From an optimization exercise on the open Yosys and OpenROAD flow, aimed at small area, a short achievable clock period and few clock cycles per item; shortcuts taken in it are not production practice.
Power figures rest on the tool's default switching activity, not on a simulated workload.

## gaussian_pyramid_core
module gaussian_pyramid_core
#(
  parameter int BIT_DEPTH = 8,
  parameter int TOP_WIDTH = 64,
  parameter int TOP_HEIGHT = 64,
  parameter int READ_LATENCY = 2,
  localparam int A1 = $clog2(TOP_WIDTH * TOP_HEIGHT),
  localparam int A2 = $clog2((TOP_WIDTH >> 1) * (TOP_HEIGHT >> 1)),
  localparam int A3 = $clog2((TOP_WIDTH >> 2) * (TOP_HEIGHT >> 2))
) (
  input  logic                 clk_in,
  input  logic                 rst_in,
  input  logic                 start_in,
  output logic [A1-1:0]        ext_read_addr,
  output logic                 ext_read_addr_valid,
  input  logic [BIT_DEPTH-1:0] ext_pixel_in,
  output logic [A1-1:0]        O1L1_write_addr, O1L2_write_addr, O1L3_write_addr,
  output logic                 O1L1_write_valid, O1L2_write_valid, O1L3_write_valid,
  output logic [BIT_DEPTH-1:0] O1L1_pixel_out, O1L2_pixel_out, O1L3_pixel_out,
  output logic [A2-1:0]        O2L1_write_addr, O2L2_write_addr, O2L3_write_addr,
  output logic                 O2L1_write_valid, O2L2_write_valid, O2L3_write_valid,
  output logic [BIT_DEPTH-1:0] O2L1_pixel_out, O2L2_pixel_out, O2L3_pixel_out,
  output logic [A3-1:0]        O3L1_write_addr, O3L2_write_addr, O3L3_write_addr,
  output logic                 O3L1_write_valid, O3L2_write_valid, O3L3_write_valid,
  output logic [BIT_DEPTH-1:0] O3L1_pixel_out, O3L2_pixel_out, O3L3_pixel_out,
  output logic                 pyramid_done
);
  localparam int W2 = TOP_WIDTH >> 1;
  localparam int H2 = TOP_HEIGHT >> 1;
  localparam int W3 = TOP_WIDTH >> 2;
  localparam int H3 = TOP_HEIGHT >> 2;
  localparam int LW1 = $clog2(TOP_WIDTH);
  ...
Size in the first run: about 5800 cells after synthesis, about 4100 flip-flops, roughly 98000 µm² of cells after synthesis.
==> flow/config.mk <==
export PLATFORM = sky130hd
export DESIGN_NAME = gaussian_pyramid_core
export DESIGN_NICKNAME = gaussian_pyramid_core
export VERILOG_FILES = /design/flow/design.v
export SDC_FILE = /design/flow/constraint.sdc
export NUM_CORES = 4
export LEC_CHECK = 0
export CAP_MARGIN = 20
export CORE_MARGIN = 2
export CORE_UTILIZATION = 40
export SLEW_MARGIN = 20
==> flow/constraint.sdc <==
create_clock -name core_clock -period 10.0 [get_ports {clk_in}]
set_input_delay 2.0000 -clock core_clock [delete_from_list [all_inputs] [get_ports {clk_in}]]
set_output_delay 2.0000 -clock core_clock [all_outputs]
set_load 0.01 [all_outputs]
standard.sh (not shown) runs the stock make flow with config.mk's settings and CLKGATE_MAP_FILE= SYNTH_SCRIPT=/design/flow/synth_recipe.tcl, a recipe that flattens the netlist after the stock synthesis.
==> flow/flow/run.sh <==
#!/bin/bash
# Standard layout with buf_4 port buffers, timing repair aiming at 6.5 ns of setup slack
# (a 3.5 ns period) while the constraints stay at the design's 10 ns clock, and larger
# clock-tree sink clusters.
export BUFFER_PORTS_ARGS="-buffer_cell sky130_fd_sc_hd__buf_4"
export SETUP_SLACK_MARGIN=6.5
export CTS_ARGS="-sink_clustering_enable -repair_clock_nets -sink_clustering_size 24 -sink_clustering_max_diameter 80 -dont_use_dummy_load"
bash standard.sh > standard.log 2>&1
==> next run, changes <==
--- a/flow/design.v
+++ b/flow/design.v
@@ -120,18 +120,16 @@
       vb <= va;
       w <= SW'(vb) + (SW'(va) << 1);
       ca <= ring_q1;
       cb <= ca;
       xd <= in_pixel;
     end
-    if (wr_d) begin
-      out_pixel <= res;
-      out_pixel_int <= res;
-      out_centre <= cen;
-      out_addr <= copy_d ? {cnt[AW-1:LW] + 1'b1, cnt[LW-1:0]} : cnt;
-    end
+    out_pixel <= res;
+    out_pixel_int <= res;
+    out_centre <= cen;
+    out_addr <= copy_d ? {cnt[AW-1:LW] + 1'b1, cnt[LW-1:0]} : cnt;
   end
   always_ff @(posedge clk or negedge rst_n) begin
     if (!rst_n) begin
       k <= '0;
       cnt <= '0;
       ev_d <= 1'b0;
@@ -195,29 +193,25 @@
   localparam int CW = A1 + 1;
   localparam int LAT1 = READ_LATENCY + 1 + TOP_WIDTH + 2;
   localparam int LAT2 = LAT1 + TOP_WIDTH + 3;
   localparam int DONE_AT = N1 + 78;
   localparam int FL21 = N1 - 64;
   localparam int FL31 = N1 + 8;
-  logic start_r, busy, rd_en, v1_int, o2v1_int;
-  logic [READ_LATENCY:0] vld_dly;
-  logic [BIT_DEPTH-1:0] px, px_int;
+  logic start_r, busy, rd_en, o2v1_int;
+  logic [BIT_DEPTH-1:0] px;
   logic [CW-1:0] b1, b2;
   logic brd1, brd2, v23, o2l1;
-  logic [A1-1:0] a1, a23;
+  logic [A1-1:0] a11, a23;
   always_ff @(posedge clk_in or negedge rst_in) begin
     if (!rst_in) begin
       start_r <= 1'b0;
       busy <= 1'b0;
       rd_en <= 1'b0;
       ext_read_addr_valid <= 1'b0;
       ext_read_addr <= '0;
-      vld_dly <= '0;
       O1L1_write_valid <= 1'b0;
-      v1_int <= 1'b0;
-      a1 <= '0;
       b1 <= '0;
       b2 <= '0;
       v23 <= 1'b0;
       O2L1_write_valid <= 1'b0;
       o2v1_int <= 1'b0;
       pyramid_done <= 1'b0;
@@ -225,50 +219,45 @@
       start_r <= start_in && !busy && !start_r;
       if (start_r) begin
         busy <= 1'b1;
         rd_en <= 1'b1;
         ext_read_addr_valid <= 1'b1;
         ext_read_addr <= '0;
-        a1 <= '0;
         b1 <= CW'(-LAT1);
         b2 <= CW'(-LAT2);
       end else begin
         if (pyramid_done) busy <= 1'b0;
         if (&ext_read_addr) begin
           rd_en <= 1'b0;
           ext_read_addr_valid <= 1'b0;
         end
         if (rd_en) ext_read_addr <= ext_read_addr + 1'b1;
-        if (v1_int) a1 <= a1 + 1'b1;
         if (busy) begin
           b1 <= b1 + 1'b1;
           b2 <= b2 + 1'b1;
         end
       end
-      vld_dly <= {vld_dly[READ_LATENCY-1:0], rd_en};
-      O1L1_write_valid <= vld_dly[READ_LATENCY-1];
-      v1_int <= vld_dly[READ_LATENCY-1];
+      O1L1_write_valid <= busy && !b1[CW-1];
       v23 <= busy && !b2[CW-1];
       O2L1_write_valid <= o2l1;
       o2v1_int <= o2l1;
       pyramid_done <= busy && !pyramid_done && b2 == CW'(DONE_AT);
     end
   end
   always_ff @(posedge clk_in) begin
     px <= ext_pixel_in;
-    px_int <= ext_pixel_in;
+    a11 <= b1[A1-1:0];
     a23 <= b2[A1-1:0];
   end
   assign o2l1 = busy && !b2[CW-1] && !b2[LW1] && !b2[0];
   assign brd1 = b1[A1-1:LW1] == '0 || &b1[A1-1:LW1] || b1[LW1-1:0] == '0 || &b1[LW1-1:0];
   assign brd2 = b2[A1-1:LW1] == '0 || &b2[A1-1:LW1] || b2[LW1-1:0] == '0 || &b2[LW1-1:0];
-  assign O1L1_write_addr = a1;
-  assign O1L1_pixel_out = px;
+  assign O1L1_write_addr = a11;
   logic [BIT_DEPTH-1:0] l2, l3_int;
   blur_free #(.W(TOP_WIDTH), .BIT_DEPTH(BIT_DEPTH)) u_b11 (
-    .clk(clk_in), .in_pixel(px_int), .border(brd1), .out_pixel(), .out_copy(l2), .out_centre());
+    .clk(clk_in), .in_pixel(px), .border(brd1), .out_pixel(), .out_copy(l2), .out_centre(O1L1_pixel_out));
   blur_free #(.W(TOP_WIDTH), .BIT_DEPTH(BIT_DEPTH)) u_b12 (
     .clk(clk_in), .in_pixel(l2), .border(brd2), .out_pixel(O1L3_pixel_out), .out_copy(l3_int),
     .out_centre(O1L2_pixel_out));
   assign O1L2_write_valid = v23;
   assign O1L3_write_valid = v23;
   assign O1L2_write_addr = a23;
Outcome: Sequential share of layout area falls by 0.16 points; clock skew falls by 11 ps; sequential power is about the same; routed wire length rises by 0.98%; combinational power falls by 3.0%; cell count rises by 0.39%; worst setup slack improved by 18 ps; critical path depth is unchanged.
Function was not checked in any run of this note: the RTL went through the layout flow alone.

static timing again, ports no longer ideal:
In the flow no input, the clock included, has a driving cell. The finished layouts below were timed again as built, in two steps.
Step 1 (the two cells are an assumption about what drives the block):
set clk [get_ports {clk_in}]
set_driving_cell -lib_cell sky130_fd_sc_hd__clkbuf_16 $clk
set_driving_cell -lib_cell sky130_fd_sc_hd__buf_2 [delete_from_list [all_inputs] $clk]
Step 2 times the ports against the registers' clock, not the clock port: input delays grow and output delays shrink by t, the midpoint of the rising clock arrivals with the driver on.
Three values: ideal ports, drivers, drivers and shift; two values: the first two.
run	t, ns	slack for setup (ns)	worst setup path after step 2	worst register clock-pin slew, ns	cell pins on the clock port's net
the first run	0.882	6.584 / 6.498 / 6.780	input, reset recovery	0.10 / 0.10	1
the second run	0.895	6.603 / 6.520 / 7.067	input, reset recovery	0.10 / 0.10	1
After both steps setup and hold are still met in every run listed. Setup slack includes reset recovery checks.
